This design comes from an exercise in tuning for small area, a short achievable clock period and few clock cycles per item on the open sky130 flow, not from production work.
Where RTL was checked, it was by simulation tests only, not by an equivalence proof against the original.
For run 4, only the layout was checked, not whether the RTL still works.

$ cat flow/design.v
`timescale 1ns / 1ps
package adcd_pkg;
  localparam int CHANNELS    = 4;
  localparam int SAMPLE_BITS = 12;
  localparam int CFG_IDX_W = 3;
  localparam logic [CFG_IDX_W-1:0] REG_MIN_BASE = 3'd0;
  localparam logic [CFG_IDX_W-1:0] REG_MAX      = 3'd4;
  localparam logic [CFG_IDX_W-1:0] REG_CENTER   = 3'd5;
  localparam logic [CFG_IDX_W-1:0] REG_DEAD     = 3'd6;
  localparam int MAX_RESET    = 3000;
  localparam int CENTER_RESET = 2048;
  localparam int DEAD_RESET   = 200;
  function automatic int min_reset(input int ch);
    case (ch)
      0, 1:    min_reset = 8;
      2, 3:    min_reset = 7;
      default: min_reset = 0;
    endcase
  endfunction
  localparam int DIV_STEPS = 6;
  localparam logic [DIV_STEPS:0] DIV_REGS = 7'b111_1111;
  localparam bit IN_REG = 1'b0;
  localparam bit PREFIX_KS = 1'b0;
  localparam int K_SHARE = 6;
  function automatic int num_regs(input logic [DIV_STEPS:0] m);
    num_regs = 0;
    for (int i = 0; i <= DIV_STEPS; i++) num_regs = num_regs + int'(m[i]);
  endfunction
  localparam int DIV_STAGES  = num_regs(DIV_REGS);
  localparam int PIPE_STAGES = DIV_STAGES + int'(IN_REG);
endpackage
`timescale 1ns / 1ps
module adcd_lane #(
  parameter int SAMPLE_BITS = adcd_pkg::SAMPLE_BITS
) (
  input  logic                    clk_i,
  input  logic                    en_i,
  input  logic [SAMPLE_BITS-1:0]  raw_i,    
  input  logic [SAMPLE_BITS-1:0]  lo_i,
  input  logic [SAMPLE_BITS-1:0]  hi_i,
  output logic [SAMPLE_BITS-1:0]  quo_o     
);
  localparam int SB = SAMPLE_BITS;
  localparam int NSTEP = adcd_pkg::DIV_STEPS;
  localparam logic [NSTEP:0] REGS = adcd_pkg::DIV_REGS;
  localparam int NK = (NSTEP + adcd_pkg::K_SHARE - 1) / adcd_pkg::K_SHARE;
  logic [SB-1:0] dm1;
  logic          span;
  logic          span_q;
  logic [NK-1:0][SB-1:0] nk1_q;
  logic [NK-1:0][SB+1:0] nk3_q;
  assign {span, dm1} = {1'b0, hi_i} + {1'b0, ~lo_i};
  logic [SB+1:0] nk3;
  logic          nk3_c;
  adcd_add #(.W(SB+2)) u_k3 (
    .a_i({2'b11, nk1_q[0]}),
    .b_i({1'b1, nk1_q[0], 1'b0}),
    .s_o(nk3),
    .c_o(nk3_c)
  );
  always_ff @(posedge clk_i) begin
    span_q <= span;
  end
  always_ff @(posedge clk_i) begin
    nk1_q[0] <= ~dm1;
    nk3_q[0] <= nk3;
  end
  for (genvar i = 1; i < NK; i++) begin : g_kc
    always_ff @(posedge clk_i) begin
      nk1_q[i] <= nk1_q[i-1];
      nk3_q[i] <= nk3_q[i-1];
    end
  end
  logic [SB-1:0] d1;
  logic          raw_gt_lo;
  logic          raw_ge_hi;
  logic          zero;
  logic [SB-1:0] rem0, low0;
  assign {raw_gt_lo, d1} = {1'b0, raw_i} + {1'b0, ~lo_i};
  assign raw_ge_hi       = (raw_i >= hi_i);
  assign zero            = !raw_gt_lo || !span_q;
  always_comb begin
    if (zero) begin
      rem0 = '0;
      low0 = '0;
    end else if (raw_ge_hi) begin
      rem0 = ~nk1_q[0];
      low0 = nk1_q[0];
    end else begin
      rem0 = d1;
      low0 = ~d1;
    end
  end
  logic [NSTEP:0][SB-1:0] rem_c, nq_c;    
  logic [NSTEP:0][SB-1:0] rem_p, nq_p;    
  assign rem_c[0] = rem0;
  assign nq_c[0]  = low0;
  for (genvar j = 0; j <= NSTEP; j++) begin : g_pos
    if (REGS[j] && j == 0) begin : g_reg0
      logic [SB-1:0] rem_r;
      logic [1:0]    top_r;
      logic          zero_r;
      always_ff @(posedge clk_i) begin
        if (en_i) begin
          rem_r  <= rem_c[0];
          top_r  <= nq_c[0][SB-1:SB-2];
          zero_r <= zero;
        end
      end
      assign rem_p[0] = rem_r;
      assign nq_p[0]  = {top_r, ~rem_r[SB-3:0] & {(SB-2){!zero_r}}};
    end else if (REGS[j]) begin : g_reg
      logic [SB-1:0] nq_r;
      always_ff @(posedge clk_i) begin
        if (en_i) nq_r <= nq_c[j];
      end
      assign nq_p[j] = nq_r;
      if (j < NSTEP) begin : g_rem
        logic [SB-1:0] rem_r;
        always_ff @(posedge clk_i) begin
          rem_r <= rem_c[j];
        end
        assign rem_p[j] = rem_r;
      end else begin : g_norem
        assign rem_p[j] = '0;
      end
    end else begin : g_wire
      assign rem_p[j] = rem_c[j];
      assign nq_p[j]  = nq_c[j];
    end
    if (j < NSTEP) begin : g_step
      logic [SB+1:0] x, s1, s2, s3;
      logic          c1, c2, c3;
      logic [SB-1:0] nk1;
      logic [SB+1:0] nk3;
      logic          h0, h1, h2, h3;
      assign nk1      = nk1_q[j / adcd_pkg::K_SHARE];
      assign nk3      = nk3_q[j / adcd_pkg::K_SHARE];
      assign x        = {rem_p[j], nq_p[j][SB-1:SB-2]};
      adcd_add #(.W(SB+2)) u_a1 (.a_i(x), .b_i({2'b11, nk1}),       .s_o(s1), .c_o(c1));
      adcd_add #(.W(SB+2)) u_a2 (.a_i(x), .b_i({1'b1, nk1, 1'b0}), .s_o(s2), .c_o(c2));
      adcd_add #(.W(SB+2)) u_a3 (.a_i(x), .b_i(nk3),                .s_o(s3), .c_o(c3));
      assign h3 = c3;
      assign h2 = c2 && !c3;
      assign h1 = c1 && !c2;
      assign h0 = !c1;
      logic hold;
      assign hold = REGS[j+1] && !en_i;
      assign rem_c[j+1] = ({SB{h3 && !hold}} & s3[SB-1:0]) | ({SB{h2 && !hold}} & s2[SB-1:0]) |
                          ({SB{h1 && !hold}} & s1[SB-1:0]) | ({SB{h0 && !hold}} & x[SB-1:0]) |
                          ({SB{hold}} & rem_p[j+1]);
      assign nq_c[j+1] = {nq_p[j][SB-3:0], c2, c3 || (c1 && !c2)};
    end
  end
  assign quo_o = nq_p[NSTEP];
endmodule
module adcd_add #(
  parameter int W = 14
) (
  input  logic [W-1:0] a_i,
  input  logic [W-1:0] b_i,
  output logic [W-1:0] s_o,
  output logic         c_o
);
  localparam int L = $clog2(W);
  logic [L:0][W-1:0] g, p;
  assign g[0] = a_i & b_i;
  assign p[0] = a_i ^ b_i;
  for (genvar l = 0; l < L; l++) begin : g_lvl
    for (genvar i = 0; i < W; i++) begin : g_bit
      localparam int K = adcd_pkg::PREFIX_KS ? i - (1 << l) : ((i >> l) << l) - 1;
      if (adcd_pkg::PREFIX_KS ? (i >= (1 << l)) : ((i >> l) & 1)) begin : g_node
        assign g[l+1][i] = g[l][i] | (p[l][i] & g[l][K]);
        assign p[l+1][i] = p[l][i] & p[l][K];
      end else begin : g_pass
        assign g[l+1][i] = g[l][i];
        assign p[l+1][i] = p[l][i];
      end
    end
  end
  assign s_o = p[0] ^ {g[L][W-2:0], 1'b0};
  assign c_o = g[L][W-1];
endmodule
`timescale 1ns / 1ps
module adcd_merge #(
  parameter int SAMPLE_BITS = adcd_pkg::SAMPLE_BITS
) (
  input  logic                                           clk_i,
  input  logic                                           rst_ni,
  input  logic [SAMPLE_BITS-1:0]                         center_i,
  input  logic [SAMPLE_BITS-1:0]                         dead_i,
  input  logic                                           valid_i,    
  input  logic [adcd_pkg::CHANNELS-1:0][SAMPLE_BITS-1:0] scaled_i,
  input  logic                                           out_stall_i,
  input  logic                                           hold_i,     
  output logic                                           run_o,
  output logic                                           stall_o,
  output logic                                           out_valid_o,
  output logic [adcd_pkg::CHANNELS-1:0][SAMPLE_BITS-1:0] scaled_o,
  output logic                                           active_o,
  output logic                                           neutral_event_o
);
  localparam int SB = SAMPLE_BITS;
  localparam int CH = adcd_pkg::CHANNELS;
  localparam int W  = CH * SB + 2;
  logic [SB:0]   upper_q;
  logic [SB-1:0] lower_q;
  logic          lower_ok_q;
  always_ff @(posedge clk_i) begin
    upper_q    <= {1'b0, center_i} + {1'b0, dead_i};
    lower_q    <= center_i - dead_i;
    lower_ok_q <= (center_i > dead_i);
  end
  logic [CH-1:0] over;
  for (genvar ch = 0; ch < CH; ch++) begin : g_over
    assign over[ch] = ({1'b0, scaled_i[ch]} > upper_q) ||
                      (lower_ok_q && (scaled_i[ch] < lower_q));
  end
  logic ov_q, hold_q, idle_seen_q;
  logic act, evt, run;
  logic [W-1:0] res, o_q;
  assign act = |over;
  assign evt = !act && !idle_seen_q;
  assign res = {scaled_i, act, evt};
  assign run = !(ov_q && out_stall_i);
  always_ff @(posedge clk_i or negedge rst_ni) begin
    if (!rst_ni) begin
      ov_q        <= 1'b0;
      hold_q      <= 1'b1;
      idle_seen_q <= 1'b0;
    end else begin
      hold_q <= hold_i;
      if (run) begin
        ov_q <= valid_i;
        if (valid_i) idle_seen_q <= !act;
      end
    end
  end
  always_ff @(posedge clk_i) begin
    if (run) o_q <= res;
  end
  assign run_o           = run;
  assign stall_o         = hold_q || !run;
  assign out_valid_o     = ov_q;
  assign active_o        = o_q[1];
  assign neutral_event_o = o_q[0];
  for (genvar ch = 0; ch < CH; ch++) begin : g_out
    assign scaled_o[ch] = o_q[2 + ch*SB +: SB];
  end
endmodule
`timescale 1ns / 1ps
module adc_calibrate_deadzone_detect #(
  parameter int SAMPLE_BITS = adcd_pkg::SAMPLE_BITS
) (
  input  logic                           clk_i,
  input  logic                           rst_ni,
  input  logic                           cfg_we_i,
  input  logic [adcd_pkg::CFG_IDX_W-1:0] cfg_idx_i,
  input  logic [SAMPLE_BITS-1:0]         cfg_data_i,
  input  logic                           in_valid_i,
  output logic                           in_stall_o,
  input  logic [SAMPLE_BITS-1:0]         sample_ch0_i,
  input  logic [SAMPLE_BITS-1:0]         sample_ch1_i,
  input  logic [SAMPLE_BITS-1:0]         sample_ch2_i,
  input  logic [SAMPLE_BITS-1:0]         sample_ch3_i,
  output logic                           out_valid_o,
  input  logic                           out_stall_i,
  output logic [SAMPLE_BITS-1:0]         scaled_ch0_o,
  output logic [SAMPLE_BITS-1:0]         scaled_ch1_o,
  output logic [SAMPLE_BITS-1:0]         scaled_ch2_o,
  output logic [SAMPLE_BITS-1:0]         scaled_ch3_o,
  output logic                           active_o,
  output logic                           neutral_event_o
);
  localparam int CH = adcd_pkg::CHANNELS;
  localparam int NS = adcd_pkg::PIPE_STAGES;
  logic [CH-1:0][SAMPLE_BITS-1:0] min_q;
  logic [SAMPLE_BITS-1:0]         max_q;
  logic [SAMPLE_BITS-1:0]         center_q;
  logic [SAMPLE_BITS-1:0]         dead_q;
  for (genvar ch = 0; ch < CH; ch++) begin : g_min
    always_ff @(posedge clk_i or negedge rst_ni) begin
      if (!rst_ni) begin
        min_q[ch] <= SAMPLE_BITS'(adcd_pkg::min_reset(ch));
      end else if (cfg_we_i &&
                   cfg_idx_i == adcd_pkg::REG_MIN_BASE + adcd_pkg::CFG_IDX_W'(ch)) begin
        min_q[ch] <= cfg_data_i;
      end
    end
  end
  always_ff @(posedge clk_i or negedge rst_ni) begin
    if (!rst_ni) begin
      max_q    <= SAMPLE_BITS'(adcd_pkg::MAX_RESET);
      center_q <= SAMPLE_BITS'(adcd_pkg::CENTER_RESET);
      dead_q   <= SAMPLE_BITS'(adcd_pkg::DEAD_RESET);
    end else if (cfg_we_i) begin
      case (cfg_idx_i)
        adcd_pkg::REG_MAX:    max_q    <= cfg_data_i;
        adcd_pkg::REG_CENTER: center_q <= cfg_data_i;
        adcd_pkg::REG_DEAD:   dead_q   <= cfg_data_i;
        default: ;
      endcase
    end
  end
  logic                           run;
  logic [CH-1:0][SAMPLE_BITS-1:0] raw_q;
  logic [NS-1:0]                  valid_q;
  if (adcd_pkg::IN_REG) begin : g_in_reg
    always_ff @(posedge clk_i) begin
      if (run) begin
        raw_q[0] <= sample_ch0_i;
        raw_q[1] <= sample_ch1_i;
        raw_q[2] <= sample_ch2_i;
        raw_q[3] <= sample_ch3_i;
      end
    end
  end else begin : g_in_wire
    assign raw_q[0] = sample_ch0_i;
    assign raw_q[1] = sample_ch1_i;
    assign raw_q[2] = sample_ch2_i;
    assign raw_q[3] = sample_ch3_i;
  end
  always_ff @(posedge clk_i or negedge rst_ni) begin
    if (!rst_ni) begin
      valid_q <= '0;
    end else if (run) begin
      valid_q <= NS'({valid_q, in_valid_i && !in_stall_o});
    end
  end
  logic [CH-1:0][SAMPLE_BITS-1:0] lane_scaled;
  for (genvar ch = 0; ch < CH; ch++) begin : g_lane
    adcd_lane #(
      .SAMPLE_BITS(SAMPLE_BITS)
    ) u_lane (
      .clk_i (clk_i),
      .en_i  (run),
      .raw_i (raw_q[ch]),
      .lo_i  (min_q[ch]),
      .hi_i  (max_q),
      .quo_o (lane_scaled[ch])
    );
  end
  logic [CH-1:0][SAMPLE_BITS-1:0] out_scaled;
  adcd_merge #(
    .SAMPLE_BITS(SAMPLE_BITS)
  ) u_merge (
    .clk_i          (clk_i),
    .rst_ni         (rst_ni),
    .center_i       (center_q),
    .dead_i         (dead_q),
    .valid_i        (valid_q[NS-1]),
    .scaled_i       (lane_scaled),
    .out_stall_i    (out_stall_i),
    .hold_i         (cfg_we_i && !adcd_pkg::IN_REG),
    .run_o          (run),
    .stall_o        (in_stall_o),
    .out_valid_o    (out_valid_o),
    .scaled_o       (out_scaled),
    .active_o       (active_o),
    .neutral_event_o(neutral_event_o)
  );
  assign scaled_ch0_o = out_scaled[0];
  assign scaled_ch1_o = out_scaled[1];
  assign scaled_ch2_o = out_scaled[2];
  assign scaled_ch3_o = out_scaled[3];
endmodule
$ cat flow/flow/run.sh
#!/bin/bash
# The standard layout (the standard.sh, every step unchanged), except that
# buffer_ports uses buf_2 for the port buffers instead of the resizer's default
# pick (a delay cell). The make run's full output goes to flow.log here; ORFS
# keeps each step's own log under orfs/logs.
set -euo pipefail
export BUFFER_PORTS_ARGS="-buffer_cell sky130_fd_sc_hd__buf_2"
bash standard.sh > flow.log 2>&1
$ cat flow/standard.sh
#!/bin/bash
# synth_recipe.tcl (not shown) runs the flow's synth.tcl, then flattens the netlist and writes it again
# the make line also repeats each setting of config.mk as NAME=value (left out here)
make -C /OpenROAD-flow-scripts/flow DESIGN_CONFIG=/design/flow/config.mk WORK_HOME=/design/flow/orfs CLKGATE_MAP_FILE= SYNTH_SCRIPT=/design/flow/synth_recipe.tcl "${@:-finish}"
$ cat flow/config.mk
export PLATFORM = sky130hd
export DESIGN_NAME = adc_calibrate_deadzone_detect
export DESIGN_NICKNAME = adc_calibrate_deadzone_detect
export VERILOG_FILES = /design/flow/design.v
export SDC_FILE = /design/flow/constraint.sdc
export NUM_CORES = 4
export LEC_CHECK = 0
export CAP_MARGIN = 5
export CORE_MARGIN = 2
export CORE_UTILIZATION = 50
export CTS_BUF_LIST = sky130_fd_sc_hd__clkbuf_8
export SETUP_SLACK_MARGIN = 2.8
export SLEW_MARGIN = 5
export TNS_END_PERCENT = 5
$ cat flow/constraint.sdc
create_clock -name core_clock -period 6.0 [get_ports {clk_i}]
set_input_delay 1.2000 -clock core_clock [delete_from_list [all_inputs] [get_ports {clk_i}]]
set_output_delay 1.2000 -clock core_clock [all_outputs]
set_load 0.01 [all_outputs]
==> results of run 1 <==
synthesized netlist by cell type, drive strengths merged, types with 15 or more instances:
cell     count  area [um2]
buf         16        68.8
dfxtp      373        7470
o31ai       33         253
a22oi       42         315
or3         51         319
xor2       243        2130
nand4       31         194
and2        16         100
dfstp       20         526
a221o      115        1150
fa         242        4840
o221ai     123        1080
a211o       18         158
o311ai      17         149
nor2       405        1520
ha        1164       14600
nor3        85         435
a211oi      82         616
clkbuf     140         526
o22a        34         298
o22ai       32         200
a21o       165        1240
nor2b       77         482
a21oi      466        2330
o21bai      44         330
mux2i       18         180
inv        434        1630
o21ai      486        2430
dfrtp       74        1850
o21a        88         661
xnor2      276        2420
o211ai      95         713
or2         15        93.8
a221oi      41         365
edfxtp     398       12000
nand2b     160        1000
a31oi       62         394
nand2      337        1260
nor4        17         106
a2111oi     18         164
and3        36         225
nand3       65         330
mux2        40         450
worst max-delay path, stage by stage, from the launching register on:
cell and delay, ns:
dfrtp_2 0.42, and2_4 0.29, clkinv_16 0.20, nand2b_1 0.13, buf_2 0.13
metal layers:
metal | GRT usage | vias up | share of wire
met5 | 0 | - | 0.00036
met4 | 0.118 | 12 | 0.038
met3 | 0.0510 | 448 | 0.067
met2 | 0.494 | 1854 | 0.46
met1 | 0.404 | 27595 | 0.44
li1 | - | 26526 | -
layout make-up:
type,instances,share of cell area
multi-input combinational,5430,0.595
sequential,865,0.282
clock buffer,176,0.0313
tap,1794,0.0290
timing repair buffer,288,0.0268
inverter,434,0.0216
clock inverter,131,0.0141
timing repair inverter,3,0.000404
antenna,10,0.000323
layout by cell type, fill, tap and decap left out, types with 31 or more instances in the layout:
master	netlist	layout
a211oi_1	82	79
a21o_1	165	165
a21oi_1	466	451
a221o_1	115	111
a221oi_1	40	35
a22oi_1	42	41
a31oi_1	61	49
and3_1	36	35
buf_2	7	119
buf_4	0	148
clkbuf_8	0	176
dfrtp_1	74	72
dfxtp_1	373	344
edfxtp_1	398	398
fa_1	242	240
ha_1	1164	1163
inv_1	434	472
mux2_2	40	40
nand2_1	337	335
nand2b_1	160	158
nand3_1	64	59
nand4_1	31	31
nor2_1	405	396
nor2b_1	77	76
nor3_1	83	75
o211ai_1	95	95
o21a_1	88	86
o21ai_0	474	438
o21bai_1	44	44
o221ai_1	123	120
o22a_1	34	34
or3_1	51	40
xnor2_1	276	276
xor2_1	243	243
cell families after synthesis:
logic type | count (synthesis)
compound gates | 2120
fa+ha+maj | 1406
simple gates | 1326
flops | 865
buf+inv | 590
xor+xnor | 519
mux | 58
state kept, by name (all words and copies together), names as in the netlist, 4 cells and up:
name / count
g_lane.u_lane.g_pos.g_reg0.top_r: 8
g_lane.u_lane.span_q: 4
g_lane.u_lane.g_pos.genblk1.g_reg.g_rem.rem_r: 240
u_merge.upper_q: 13
dead_q: 12
u_merge.o_q: 50
g_lane.u_lane.nk3_q: 56
valid_q: 7
center_q: 12
min_q: 48
u_merge.lower_q: 11
g_lane.u_lane.g_pos.g_reg0.zero_r: 4
g_lane.u_lane.nk1_q: 48
max_q: 12
g_lane.u_lane.g_pos.genblk1.g_reg.nq_r: 288
g_lane.u_lane.g_pos.g_reg0.rem_r: 48
worst min-delay path by stage:
| stage | startpoint | to | slack, ns | depth (start not counted) |
|---|---|---|---|---|
| 4_1_cts | rst_ni | valid_q[0] | 0.22 | 1 |
| 5_1_grt | rst_ni | valid_q[0] | 0.28 | 1 |
| 3_3_place_gp | g_lane[0].u_lane.g_pos[2].genblk1.g_reg.nq_r[9] | g_lane[0].u_lane.g_pos[3].genblk1.g_reg.nq_r[11] | 0.40 | 0 |
| 3_5_place_dp | g_lane[0].u_lane.g_pos[1].genblk1.g_reg.nq_r[5] | g_lane[0].u_lane.g_pos[2].genblk1.g_reg.nq_r[7] | 0.40 | 0 |
| 6_report | rst_ni | valid_q[0] | 0.28 | 1 |
| 2_1_floorplan | g_lane[0].u_lane.g_pos[1].genblk1.g_reg.nq_r[8] | g_lane[0].u_lane.g_pos[2].genblk1.g_reg.nq_r[10] | 0.40 | 0 |
repair_timing:
action,4_1_cts,5_1_grt
buffers inserted,17,73
setup endpoints to repair,310,324
pin swaps,8,30
resized for setup,86,163
gates cloned,2,4
stage by stage:
step                      worst slack (ns)  hold slack, ns  instance area (um2)   util
after global placement                1.86           0.401                72300  0.525
after floorplan                       2.41           0.400                69400      -
final                                 2.66           0.277                77500  0.564
after global routing                  2.59           0.285                77500  0.564
after detailed placement              1.74           0.405                72300  0.525
after CTS                             2.44           0.225                76300  0.555
==> out/results.tsv, run 1 <==
metric	value	unit
final std cells w/o fill	9131	
Die Wd	376	um
Critical Path RT	4.80	ns
Core Region	0.137	mm2
Routed Antenna Nets	0	
Top Ports	120	
CTS buffer count	163	
clock sinks	865	
Simple-Gate Fraction of Synth Area	0.0912	
ys async rst share	0.109	
total track usage	0.304	
Worst-Skew Late Latency	0.94	ns
Post-Synth XOR/XNOR Area	0.0656	
mapped cell area	0.0693	mm2
R2R depth	11	
drt initial violations	4405	
Slew HR	0.268	
DIE HEIGHT	376	um
layout cells sized above 1	0.109	
GP Congestion	0.913	
crit path DAT	2.14	ns
Synth Area per Inst	10.1	um2
TNS Setup	0	ns
min-delay worst type	in2async	
Crit Path Category	reg2out	
Setup Skew	0.0550	ns
Synth Warn #	3	
DR vias/cell	6.18	
Worst Setup Start Kind	flop	
RSZ-0062 raised after global routing	yes	
H-tree levels	4	
Routed wire per std cell	23.9	um
Setup crit end kind	primary output	
Setup Viol. Count Final	0	
initial antenna violation count	26	
CTS Root Cell	clkbuf_8	
reg2reg start	g_lane[1].u_lane.nk1_q[6]	
Post-DP HPWL	163	mm
Synth Area in Compound Gates	0.207	
total congestion overflow	0	
Final Critical Period	3.34	ns
main combinational cell family by area after synthesis	adder cells	
crit path launch	u_merge.ov_q	
Max Fclk	0.300	GHz
row cnt	136	
initial core utilization	0.504	
max_cap viols	0	
crit path capture	in_stall_o	
Inst Count DP	8718	
# nets final	8659	
Post-Synthesis Cells	6884	
Post-Route WL	219	mm
worst reg-to-reg setup slack	2.66	ns
CTS max path bufs	3	
Clock Pin Slew Worst Setup and Hold Paths	0.07	ns
CTS tree	done	
sequential share of the synthesized area	0.315	
Distinct cells, synth	83	
Detailed Routing Iterations Pass 1	6	
status	complete, no violations	
adder-cell share of the synthesized area	0.280	
area taken by flip-flops and latches	0.0219	mm2
fill count	12112	
worst slew pin tran	1.09	ns
syn_nets	8358	
count of final max-slew check failures	0	
mux cell area share after synthesis	0.00910	
Vias	56435	
Crit Path Max Fanout	18	
number of global-route vias before repair	55846	
synth-to-layout area growth	11.9	%
#FFs+latches synth	865	
die footprint	0.142	mm2
pin count of the biggest net entering global routing	143	
Final Hold Fails	0	
IO Port Bufs	119	
Post-synth EDFFs	398	
# hold bufs at CTS	0	
period utilization	0.556	
footprint of the multi-input gates	0.0461	mm2
dominant synthesized flop cell	edfxtp_1	
first-pass GRT wire length	331	mm
DRC viols	0	
Testbench counts, summed over its fixed seeds: cycles 5,120, items 4,096.
==> run 2, diff against run 1 <==
--- a/flow/config.mk
+++ b/flow/config.mk
@@ -10,5 +10,5 @@
 export CORE_UTILIZATION = 50
 export CTS_BUF_LIST = sky130_fd_sc_hd__clkbuf_8
-export SETUP_SLACK_MARGIN = 2.8
+export SETUP_SLACK_MARGIN = 3.0
 export SLEW_MARGIN = 5
 export TNS_END_PERCENT = 5
==> run 2 against run 1 <==
Still clean on timing, DRC and antenna. Die area is the same. Register-to-register slack gained 0.24 ns. Critical path depth grew 9. Synthesized cell count is the same. Cell count grew 1.1%. Global-route usage grew 0.61 points. Highest routed layer unchanged.
==> out/results.tsv, run 2 <==
metric	value	unit	change
final std cells w/o fill	9233		was 9131
Slew HR	0.260		was 0.268
Crit Path Category	reg2reg		was reg2out
pin count of the biggest net entering global routing	134		was 143
GP Congestion	0.913		unchanged
Worst-Skew Late Latency	0.94	ns	about the same
total congestion overflow	0		unchanged
die footprint	0.142	mm2	unchanged
mapped cell area	0.0693	mm2	unchanged
Post-synth EDFFs	398		unchanged
CTS tree	done		unchanged
synth-to-layout area growth	14.4	%	was 11.9%
row cnt	136		unchanged
Detailed Routing Iterations Pass 1	6		unchanged
worst reg-to-reg setup slack	2.90	ns	was 2.66 ns
# hold bufs at CTS	0		unchanged
min-delay worst type	in2async		unchanged
DIE HEIGHT	376	um	unchanged
R2R depth	13		was 11
max_cap viols	0		unchanged
Max Fclk	0.322	GHz	was 0.300 GHz
reg2reg start	g_lane[0].u_lane.nk1_q[1]		was g_lane[1].u_lane.nk1_q[6]
Setup crit end kind	flop		was primary output
most frequent cell after synthesis	ha_1		unchanged
DRC viols	0		unchanged
DR vias/cell	6.22		was 6.18
Die Wd	376	um	unchanged
Crit Path Max Fanout	7		was 18
sequential share of the synthesized area	0.315		unchanged
count of final max-slew check failures	0		unchanged
Clock Pin Slew Worst Setup and Hold Paths	0.07	ns	about the same
Top Ports	120		unchanged
WHS	0.262	ns	was 0.277 ns
initial antenna violation count	27		was 26
Post-Route WL	224	mm	was 219 mm
ys async rst share	0.109		unchanged
Final Hold Fails	0		unchanged
initial core utilization	0.504		unchanged
Core Region	0.137	mm2	unchanged
met3 wire len	15.3	mm	was 14.6 mm
share of the synthesized area in the top cell type	0.210		unchanged
period utilization	0.517		was 0.556
IO Port Bufs	119		unchanged
#FFs+latches synth	865		unchanged
Synth Area per Inst	10.1	um2	unchanged
clock sinks	865		unchanged
drt initial violations	4689		was 4405
commonest non-fill, non-tap cell in the layout	ha_1		unchanged
Distinct cells, synth	83		unchanged
Routed Antenna Nets	0		unchanged
number of global-route vias before repair	56503		was 55846
Vias	57415		was 56435
most frequent cells in the layout	1160 x ha_1, 466 x inv_1, 424 x a21oi_1, 417 x o21ai_0, 398 x edfxtp_1		was 1163 x ha_1, 472 x inv_1, 451 x a21oi_1, 438 x o21ai_0, 398 x edfxtp_1
layout cells sized above 1	0.141		was 0.109
Synth Warn #	3		unchanged
met1 WL	96.1	mm	was 95.1 mm
Final Critical Period	3.10	ns	was 3.34 ns
top routing layer used	met5		unchanged
TNS Setup	0	ns	unchanged
Largest regs	g_lane.u_lane.g_pos.genblk1.g_reg.nq_r: 288 flops, g_lane.u_lane.g_pos.genblk1.g_reg.g_rem.rem_r: 240 flops, g_lane.u_lane.nk3_q: 56 flops		unchanged
dominant synthesized flop cell	edfxtp_1		unchanged
RSZ-0062 raised after global routing	yes		unchanged
syn_nets	8358		unchanged
crit path DAT	3.89	ns	was 2.14 ns
Post-Synthesis Cells	6884		unchanged
area leader, netlist	ha_1		unchanged
synth top area cells	ha_1 21%, edfxtp_1 17%, dfxtp_1 11%		unchanged
CTS buffer count	163		unchanged
# nets final	8756		was 8659
Commonest cells post-synth	1164 x ha_1, 474 x o21ai_0, 466 x a21oi_1		unchanged
CTS Root Cell	clkbuf_8		unchanged
Largest Register	g_lane.u_lane.g_pos.genblk1.g_reg.nq_r		unchanged
total track usage	0.310		was 0.304
Inst Count DP	8718		unchanged
Setup Viol. Count Final	0		unchanged
worst slew pin tran	1.11	ns	was 1.09 ns
H-tree levels	4		unchanged
Post-DP HPWL	163	mm	unchanged
status	complete, no violations		unchanged
Critical Path RT	6.79	ns	was 4.80 ns
met2 routed WL	103	mm	was 101 mm
Worst Setup Start Kind	flop		unchanged
max FFs per register	288		unchanged
Routed wire per std cell	24.2	um	was 23.9 um
Setup Skew	0.0548	ns	was 0.0550 ns
CTS max path bufs	3		unchanged
first-pass GRT wire length	337	mm	was 331 mm
[run 2: cell counts after synthesis]
No cell type changed its count.
[run 2: kinds of logic (layout without fill, tap and decap cells)]
logic type	Yosys count	in the layout	share of synthesized area
fa+ha+maj	1406	1406	0.280
compound gates	2120	2125	0.207
buf+inv	590	1120	0.0321
mux	58	58	0.00910
simple gates	1326	1331	0.0912
xor+xnor	519	519	0.0656
other cells	0	15	0
flops	865	865	0.315
[run 2: worst max-delay path by stage]
| stage | to | slack [ns] | from |
|---|---|---|---|
| after global routing | flop | 2.83 | g_lane[0].u_lane.nk1_q[1] |
| after detailed placement | flop | 1.74 | g_lane[0].u_lane.nk1_q[1] |
| after global placement | g_lane[0].u_lane.g_pos[0].g_reg0.top_r[1] | 1.86 | sample_ch0_i[0] |
| after CTS | flop | 2.76 | g_lane[3].u_lane.nk3_q[0] |
| after floorplan | g_lane[0].u_lane.g_pos[0].g_reg0.rem_r[3] | 2.41 | sample_ch0_i[0] |
| final | flop | 2.90 | g_lane[0].u_lane.nk1_q[1] |
[run 2: repair_timing]
action,4_1_cts,5_1_grt
pin swaps,37,82
setup buffers,79,99
resized for setup,207,284
endpoints found under the setup margin,349,329
hold endpoints to repair,0,0
gates cloned,9,6
[run 2: per-layer routing]
metal,vias to the layer above,GRT usage
met3,537,0.0511
met2,2065,0.502
met4,14,0.126
li1,26763,-
met5,-,0
met1,28036,0.412
[run 2: through the flow]
stage	worst slack, ns	util	cell area (um2)
global placement	1.86	0.525	72300
detailed placement	1.74	0.525	72300
finish	2.90	0.576	79300
CTS	2.76	0.562	77300
global route	2.83	0.576	79200
floorplan	2.41	-	69400
[run 2: worst max-delay path, stage by stage, from the launching register on]
cell and delay [ns]:
dfxtp_1 0.36, buf_12 0.13, clkinvlp_4 0.18, buf_4 0.19
buf_6 0.11, fa_1 0.47, nand2b_4 0.18, a21oi_4 0.16
o21ai_4 0.11, o21ai_4 0.26, a31oi_4 0.20, a21oi_2 0.19
o21ai_0 0.10, a221o_1 0.31
[run 2: layout make-up]
cell class                 count  area [um2]
antenna                       15        37.5
clock buffer                 176        2420
clock inverter               131        1090
fill                       12001       58200
inverter                     434        1680
multi-input combinational   5439       46900
sequential                   865       21900
tap                         1794        2240
timing repair buffer         376        2920
timing repair inverter         3        26.3
==> run 3, diff against run 2 <==
--- a/flow/config.mk
+++ b/flow/config.mk
@@ -9,5 +9,6 @@
 export CORE_MARGIN = 2
 export CORE_UTILIZATION = 50
-export CTS_BUF_LIST = sky130_fd_sc_hd__clkbuf_8
+export CTS_BUF_LIST = sky130_fd_sc_hd__clkbuf_4
+export CTS_CLUSTER_SIZE = 20
 export SETUP_SLACK_MARGIN = 3.0
 export SLEW_MARGIN = 5
==> run 3 against run 2 <==
Non-clock buffer count decreased by 73. Count of clock-buffer cells in the layout is 227 higher.
==> out/results.tsv, run 3 <==
metric	value	unit	change
clock sinks	865		unchanged
R2R depth	12		was 13
Crit path buffers/inverters	2		was 4
WHS	0.154	ns	was 0.262 ns
Clock Pin Slew Worst Setup and Hold Paths	0.06	ns	was 0.07 ns
Crit Path Max Fanout	2		was 7
Routed Antenna Nets	0		unchanged
die footprint	0.142	mm2	unchanged
DR vias/cell	6.17		was 6.22
Routed wire per std cell	23.8	um	was 24.2 um
# nets final	8789		was 8756
DIE HEIGHT	376	um	unchanged
CP peak stage delay	0.44	ns	was 0.47 ns
Worst path depth	4		was 13
pin count of the biggest net entering global routing	134		unchanged
crit path DAT	2.26	ns	was 3.89 ns
row cnt	136		unchanged
CTS buffer count	275		was 163
Die Wd	376	um	unchanged
synth-to-layout area growth	12.1	%	was 14.4%
mapped cell area	0.0693	mm2	unchanged
Final Hold Fails	0		unchanged
DRC viols	0		unchanged
initial antenna violation count	26		was 27
Setup Skew	0.119	ns	was 0.0548 ns
CTS max path bufs	4		was 3
syn_nets	8358		unchanged
crit path launch	u_merge.ov_q		was g_lane[0].u_lane.nk1_q[1]
Worst Setup Start Kind	flop		unchanged
Post-Synthesis Cells	6884		unchanged
slowest library cell on the worst path	dfrtp_1		was fa_1
Commonest cells post-synth	1164 x ha_1, 474 x o21ai_0, 466 x a21oi_1		unchanged
status	complete, no violations		unchanged
drt initial violations	4268		was 4689
total track usage	0.309		was 0.310
Slew HR	0.234		was 0.260
CP Cell Sequence	and2_4 -> inv_16 -> nand2b_4 -> buf_6		was buf_12 -> clkinvlp_4 -> buf_4 -> buf_6 -> fa_1 -> nand2b_4 -> a21oi_4 -> o21ai_4 -> o21ai_4 -> a31oi_4 -> a21oi_2 -> o21ai_0 -> a221o_1
Largest Register	g_lane.u_lane.g_pos.genblk1.g_reg.nq_r		unchanged
Vias	57468		was 57415
layout cells sized above 1	0.136		was 0.141
Crit Path Category	reg2out		was reg2reg
Max Fclk	0.289	GHz	was 0.322 GHz
area leader, netlist	ha_1		unchanged
count of final max-slew check failures	0		unchanged
GP Congestion	0.913		unchanged
period utilization	0.577		was 0.517
Synth Warn #	3		unchanged
Largest regs	g_lane.u_lane.g_pos.genblk1.g_reg.nq_r: 288 flops, g_lane.u_lane.g_pos.genblk1.g_reg.g_rem.rem_r: 240 flops, g_lane.u_lane.nk3_q: 56 flops		unchanged
Core Region	0.137	mm2	unchanged
RSZ-0062 raised after global routing	yes		unchanged
Final Critical Period	3.46	ns	was 3.10 ns
Setup crit end kind	primary output		was flop
Post-Route WL	222	mm	was 224 mm
Largest delay share family, worst path	flip-flops		was compound AO/OA/AOI/OAI gates
Post-DP HPWL	163	mm	unchanged
hold path depth	3		
Top Ports	120		unchanged
Worst-Skew Late Latency	1.28	ns	was 0.94 ns
end of the worst hold path	valid_q[0]		
IO Port Bufs	119		unchanged
most frequent cells in the layout	1163 x ha_1, 448 x a21oi_1, 436 x o21ai_0, 426 x inv_1, 403 x clkbuf_4		was 1160 x ha_1, 466 x inv_1, 424 x a21oi_1, 417 x o21ai_0, 398 x edfxtp_1
reg2reg start	g_lane[1].u_lane.nk1_q[1]		was g_lane[0].u_lane.nk1_q[1]
Synth Area per Inst	10.1	um2	unchanged
synth top area cells	ha_1 21%, edfxtp_1 17%, dfxtp_1 11%		unchanged
Distinct cells, synth	83		unchanged
CTS Root Cell	clkbuf_4		was clkbuf_8
Critical Path RT	4.80	ns	was 6.79 ns
Setup Viol. Count Final	0		unchanged
number of global-route vias before repair	57253		was 56503
Post-synth EDFFs	398		unchanged
#FFs+latches synth	865		unchanged
fill count	12269		was 12001
first-pass GRT wire length	337	mm	about the same
CTS tree	done		unchanged
max FFs per register	288		unchanged
dominant synthesized flop cell	edfxtp_1		unchanged
ys async rst share	0.109		unchanged
total congestion overflow	0		unchanged
worst slew pin tran	1.14	ns	was 1.11 ns
commonest non-fill, non-tap cell in the layout	ha_1		unchanged
TNS Setup	0	ns	unchanged
H-tree levels	5		was 4
min-delay worst type	in2reg		was in2async
most frequent cell after synthesis	ha_1		unchanged
hold path start	in_valid_i		
share of the synthesized area in the top cell type	0.210		unchanged
Detailed Routing Iterations Pass 1	6		unchanged
max_cap viols	0		unchanged
sequential share of the synthesized area	0.315		unchanged
initial core utilization	0.504		unchanged
worst reg-to-reg setup slack	2.56	ns	was 2.90 ns
-- run 3: cell counts after synthesis --
No cell type changed its count.
-- run 3: metrics by stage --
step	worst slack [ns]	cells	cell area [um2]	utilization
floorplan	2.41	6884	69400	-
global placement	1.86	8718	72300	0.525
detailed placement	1.74	8718	72300	0.525
CTS	2.44	9241	76500	0.556
global route	2.47	9308	77600	0.565
finish	2.54	9319	77700	0.565
-- run 3: tightest hold or removal path, cell delays in order --
cell and delay (ns):
buf_2 0.09, nand3b_1 0.06, nand2_1 0.06
-- run 3: area by class of cell --
cell class,instances,area (um2),area share
Clock buffer,403,3030,0.0390
Clock inverter,68,357,0.00459
Timing Repair Buffer,303,2240,0.0289
Tap cell,1794,2240,0.0289
Multi-Input combinational cell,5433,46200,0.595
Timing Repair inverter,3,26.3,0.000338
Antenna cell,16,40.0,0.000515
Sequential cell,865,21900,0.282
Inverter,434,1670,0.0215
-- run 3: cell families (layout without fill, tap and decap cells) --
| group | count (synthesis) | after routing | share of synthesized area |
|---|---|---|---|
| AOI/OAI and AO/OA | 2120 | 2121 | 0.207 |
| xor gates and xnor gates | 519 | 519 | 0.0656 |
| adders and majority gates | 1406 | 1406 | 0.280 |
| buffers and inverters | 590 | 1211 | 0.0321 |
| DFF | 865 | 865 | 0.315 |
| muxes | 58 | 58 | 0.00910 |
| other | 0 | 16 | 0 |
| and+or+nand+nor | 1326 | 1329 | 0.0912 |
-- run 3: what timing repair did --
action / in CTS / in global routing
pin swaps: 14 / 39
resized for setup: 115 / 172
setup endpoints to repair: 398 / 412
gates cloned: 7 / 2
setup buffers: 43 / 60
endpoints found under the hold margin: 31 / 0
hold buffers: 2 / 0
-- run 3: layer usage --
metal,track usage,vias to the layer above,share of wire
met2,0.499,2025,0.46
met5,0,-,0.00046
met1,0.406,28015,0.43
met3,0.0615,502,0.071
met4,0.126,16,0.040
li1,-,26910,-
-- run 3: worst max path at each step --
| stage | end | slack [ns] |
|---|---|---|
| 5_1_grt | in_stall_o | 2.47 |
| 2_1_floorplan | g_lane[0].u_lane.g_pos[0].g_reg0.rem_r[3] | 2.41 |
| 6_report | in_stall_o | 2.54 |
| 3_5_place_dp | flop | 1.74 |
| 4_1_cts | in_stall_o | 2.44 |
| 3_3_place_gp | g_lane[0].u_lane.g_pos[0].g_reg0.top_r[1] | 1.86 |
==> run 4, diff against run 3 <==
--- a/flow/design.v
+++ b/flow/design.v
@@ -50,5 +50,10 @@
   logic [NK-1:0][SB-1:0] nk1_q;
   logic [NK-1:0][SB+1:0] nk3_q;
-  assign {span, dm1} = {1'b0, hi_i} + {1'b0, ~lo_i};
+  adcd_add #(.W(SB)) u_dm1 (
+    .a_i(hi_i),
+    .b_i(~lo_i),
+    .s_o(dm1),
+    .c_o(span)
+  );
   logic [SB+1:0] nk3;
   logic          nk3_c;
@@ -204,16 +209,29 @@
   localparam int CH = adcd_pkg::CHANNELS;
   localparam int W  = CH * SB + 2;
-  logic [SB:0]   upper_q;
-  logic [SB-1:0] lower_q;
-  logic          lower_ok_q;
+  logic [SB:0]   upper, upper_q;
+  logic [SB-1:0] lower1, lower1_q;
+  logic          lower_ok, lower_ok_q;
+  logic          upper_c;
+  adcd_add #(.W(SB+1)) u_upper (
+    .a_i({1'b0, center_i}),
+    .b_i({1'b0, dead_i}),
+    .s_o(upper),
+    .c_o(upper_c)
+  );
+  adcd_add #(.W(SB)) u_lower (
+    .a_i(center_i),
+    .b_i(~dead_i),
+    .s_o(lower1),
+    .c_o(lower_ok)
+  );
   always_ff @(posedge clk_i) begin
-    upper_q    <= {1'b0, center_i} + {1'b0, dead_i};
-    lower_q    <= center_i - dead_i;
-    lower_ok_q <= (center_i > dead_i);
+    upper_q    <= upper;
+    lower1_q   <= lower1;
+    lower_ok_q <= lower_ok;
   end
   logic [CH-1:0] over;
   for (genvar ch = 0; ch < CH; ch++) begin : g_over
     assign over[ch] = ({1'b0, scaled_i[ch]} > upper_q) ||
-                      (lower_ok_q && (scaled_i[ch] < lower_q));
+                      (lower_ok_q && !(scaled_i[ch] > lower1_q));
   end
   logic ov_q, hold_q, idle_seen_q;
--- a/flow/config.mk
+++ b/flow/config.mk
@@ -9,6 +9,5 @@
 export CORE_MARGIN = 2
 export CORE_UTILIZATION = 50
-export CTS_BUF_LIST = sky130_fd_sc_hd__clkbuf_4
-export CTS_CLUSTER_SIZE = 20
+export CTS_BUF_LIST = sky130_fd_sc_hd__clkbuf_8
 export SETUP_SLACK_MARGIN = 3.0
 export SLEW_MARGIN = 5
==> run 4 against run 3 <==
Global-route usage up 0.35 points. First-iteration DRC count up 11%. Critical path type is now reg2reg. Via count down 1.4%. Highest routed layer unchanged.
==> out/results.tsv, run 4 <==
metric	value	unit	change
Setup WS pre-CTS	1.64	ns	was 1.74 ns
slowest library cell on the worst path	a2111oi_1		was dfrtp_1
worst slew pin tran	1.24	ns	was 1.14 ns
#FFs+latches synth	866		was 865
CP Cell Sequence	ha_1 -> a21o_1 -> a21o_1 -> a2111oi_1 -> o22ai_1 -> a21oi_1 -> inv_1 -> or3_1		was and2_4 -> inv_16 -> nand2b_4 -> buf_6
area taken by flip-flops and latches	0.0219	mm2	about the same
DR vias/cell	6.20		was 6.17
Largest delay share family, worst path	compound AO/OA/AOI/OAI gates		was flip-flops
dominant synthesized flop cell	edfxtp_1		unchanged
Worst-Skew Late Latency	0.93	ns	was 1.28 ns
IO Port Bufs	119		unchanged
Core Region	0.138	mm2	was 0.137 mm2
Critical Path RT	6.64	ns	was 4.80 ns
Setup Skew	0.0475	ns	was 0.119 ns
status	complete, no violations		unchanged
Setup Viol. Count Final	0		unchanged
die footprint	0.142	mm2	about the same
Slew HR	0.169		was 0.234
Largest Register	g_lane.u_lane.g_pos.genblk1.g_reg.nq_r		unchanged
number of global-route vias before repair	55608		was 57253
DP Area	0.0724	mm2	was 0.0723 mm2
first-pass GRT wire length	338	mm	was 337 mm
worst reg-to-reg setup slack	2.82	ns	was 2.56 ns
synth-to-layout area growth	13.6	%	was 12.1%
most frequent cells in the layout	1158 x ha_1, 462 x inv_1, 421 x nor2_1, 398 x edfxtp_1, 378 x o21ai_0		was 1163 x ha_1, 448 x a21oi_1, 436 x o21ai_0, 426 x inv_1, 403 x clkbuf_4
Inst Count DP	8679		was 8718
final std cells w/o fill	9149		was 9319
commonest non-fill, non-tap cell in the layout	ha_1		unchanged
initial core utilization	0.504		about the same
CTS tree	done		unchanged
Crit Path Category	reg2reg		was reg2out
Routed Antenna Nets	0		unchanged
Die Wd	377	um	was 376 um
ys async rst share	0.109		about the same
worst r2r dst	u_merge.o_q[1]		
R2R depth	8		was 12
row cnt	136		unchanged
Largest regs	g_lane.u_lane.g_pos.genblk1.g_reg.nq_r: 288 flops, g_lane.u_lane.g_pos.genblk1.g_reg.g_rem.rem_r: 240 flops, g_lane.u_lane.nk3_q: 56 flops		unchanged
Final Critical Period	3.18	ns	was 3.46 ns
mapped cell area	0.0694	mm2	was 0.0693 mm2
max FFs per register	288		unchanged
# nets final	8695		was 8789
period utilization	0.531		was 0.577
drt initial violations	4718		was 4268
layout cells sized above 1	0.143		was 0.136
most frequent cell after synthesis	ha_1		unchanged
clock sinks	866		was 865
Vias	56680		was 57468
WHS	0.357	ns	was 0.154 ns
GP Congestion	0.913		about the same
CTS max path bufs	3		was 4
Post-Route WL	226	mm	was 222 mm
fill count	12061		was 12269
RSZ-0062 raised after global routing	yes		unchanged
H-tree levels	4		was 5
area leader, netlist	ha_1		unchanged
Setup crit end kind	flop		was primary output
Commonest cells post-synth	1162 x ha_1, 429 x inv_1, 428 x nor2_1		was 1164 x ha_1, 474 x o21ai_0, 466 x a21oi_1
synth top area cells	ha_1 21%, edfxtp_1 17%, dfxtp_1 11%		unchanged
footprint of the multi-input gates	0.0469	mm2	was 0.0462 mm2
final setup margin	2.82	ns	was 2.54 ns
CTS buffer count	165		was 275
syn_nets	8321		was 8358
Routed wire per std cell	24.7	um	was 23.8 um
pin count of the biggest net entering global routing	137		was 134
TNS Setup	0	ns	unchanged
Post-DP HPWL	163	mm	about the same
Clock Pin Slew Worst Setup and Hold Paths	0.07	ns	was 0.06 ns
count of final max-slew check failures	0		unchanged
Distinct cells, synth	92		was 83
Crit Path Max Fanout	3		was 2
DIE HEIGHT	377	um	was 376 um
crit path DAT	3.82	ns	was 2.26 ns
min-delay worst type	in2async		was in2reg
sequential share of the synthesized area	0.314		was 0.315
Crit path buffers/inverters	1		was 2
reg2reg start	g_lane[1].u_lane.g_pos[6].genblk1.g_reg.nq_r[6]		was g_lane[1].u_lane.nk1_q[1]
CP most frequent cell	a21o_1		
share of the synthesized area in the top cell type	0.209		was 0.210
CP peak stage delay	0.76	ns	was 0.44 ns
Top Ports	120		unchanged
total track usage	0.313		was 0.309
initial antenna violation count	20		was 26
Finished Cell Area	0.0788	mm2	was 0.0777 mm2
Post-Synthesis Cells	6831		was 6884
Detailed Routing Iterations Pass 1	6		unchanged
CTS Root Cell	clkbuf_8		was clkbuf_4
Synth Area per Inst	10.2	um2	was 10.1 um2
Post-synth EDFFs	398		unchanged
DRC viols	0		unchanged
Final Hold Fails	0		unchanged
Worst Setup Start Kind	flop		unchanged
max_cap viols	0		unchanged
Synth Warn #	3		unchanged
total congestion overflow	0		unchanged
Max Fclk	0.314	GHz	was 0.289 GHz
==> run 4: cell types whose count changed after synthesis, sizes merged, moves of 26 or more <==
cell   change
xnor2     -45
nand2     -37
o221a     +30
a22oi     +26
a221o     -49
o21ai     -54
a21oi     -51
o21a      +31
==> run 4: layout make-up <==
cell class,count,share of cell area
Inverter,430,0.0213
Timing Repair Buffer,349,0.0326
Timing Repair inverter,3,0.000619
Antenna cell,10,0.000317
Multi-Input combinational cell,5390,0.594
Clock buffer,184,0.0321
Sequential cell,866,0.278
Tap cell,1794,0.0285
Clock inverter,123,0.0119
==> run 4: worst max-delay path by stage <==
stage,startpoint,endpoint,cells after the start
floorplan,sample_ch3_i[0],g_lane[3].u_lane.g_pos[0].g_reg0.rem_r[3],11
global placement,g_lane[2].u_lane.nk1_q[1],flop,10
detailed placement,g_lane[2].u_lane.nk1_q[1],flop,9
CTS,g_lane[0].u_lane.nk3_q[0],flop,11
global route,g_lane[0].u_lane.nk3_q[1],flop,12
finish,g_lane[1].u_lane.g_pos[6].genblk1.g_reg.nq_r[6],u_merge.o_q[1],8
==> run 4: per-layer routing <==
layer  up-vias  routed length, um  global-route usage
li1      26473                  -                   -
met1     27680              99300               0.427
met2      2038             100000               0.489
met3       481              16200              0.0548
met4         8               9810               0.134
met5         -                 46                   0
==> run 4: kinds of logic after synthesis <==
kind of cell | synth area share
flip-flops | 0.314
AND/OR/NAND/NOR | 0.0943
adder cells (fa/ha/maj) | 0.284
AO/OA/AOI/OAI | 0.203
XOR/XNOR | 0.0622
buffers and inverters | 0.0314
multiplexers | 0.0104
==> run 4: stage by stage <==
step	utilization
final	0.573
after global routing	0.573
after CTS	0.560
after detailed placement	0.526
after global placement	0.526
after floorplan	-
==> run 4: timing repair <==
action / in CTS / in global routing
gates resized for setup: 187 / 246
setup endpoints to repair: 337 / 337
pin swaps: 13 / 61
setup buffers: 57 / 88
hold buffers: 0 / 0
gates cloned: 4 / 4

-- afterwards: timing with drivers on the ports --
No port has a modelled driver above. Below, the same layouts with a new extraction and two added sets of constraints.
Step 1: set_driving_cell puts a clkbuf_16 on clk_i and a buf_2 on each other input, an assumption about the parent block.
Step 2 moves the port delays by t, midway between the first and last clock arrival at a register: inputs arrive t later, outputs are due t later. That takes back most of the time a late clock gives input paths.
Three values: ideal, step 1, step 2; two values: the first two.
| run | t (ns) | setup slack, ns | hold slack, ns | latest minus earliest clock arrival (ns) | worst slew at a driven data input, ns |
|---|---|---|---|---|---|
| run 1 | 0.986 | 2.663 / 2.589 / 1.969 | 0.277 / 0.227 / 0.395 | 0.059 / 0.058 | 0.20 |
| run 2 | 0.993 | 2.899 / 2.827 / 2.068 | 0.262 / 0.211 / 0.390 | 0.062 / 0.062 | 0.21 |
| run 3 | 1.312 | 2.539 / 2.462 / 1.974 | 0.154 / 0.099 / 0.377 | 0.138 / 0.137 | 0.22 |
| run 4 | 0.980 | 2.816 / 2.816 / 2.180 | 0.357 / 0.302 / 0.388 | 0.052 / 0.053 | 0.20 |
After both steps setup and hold are still met in every run listed. For run 2, which loses most, drivers alone change the setup slack by -0.072 ns; drivers and shift together by -0.831 ns.
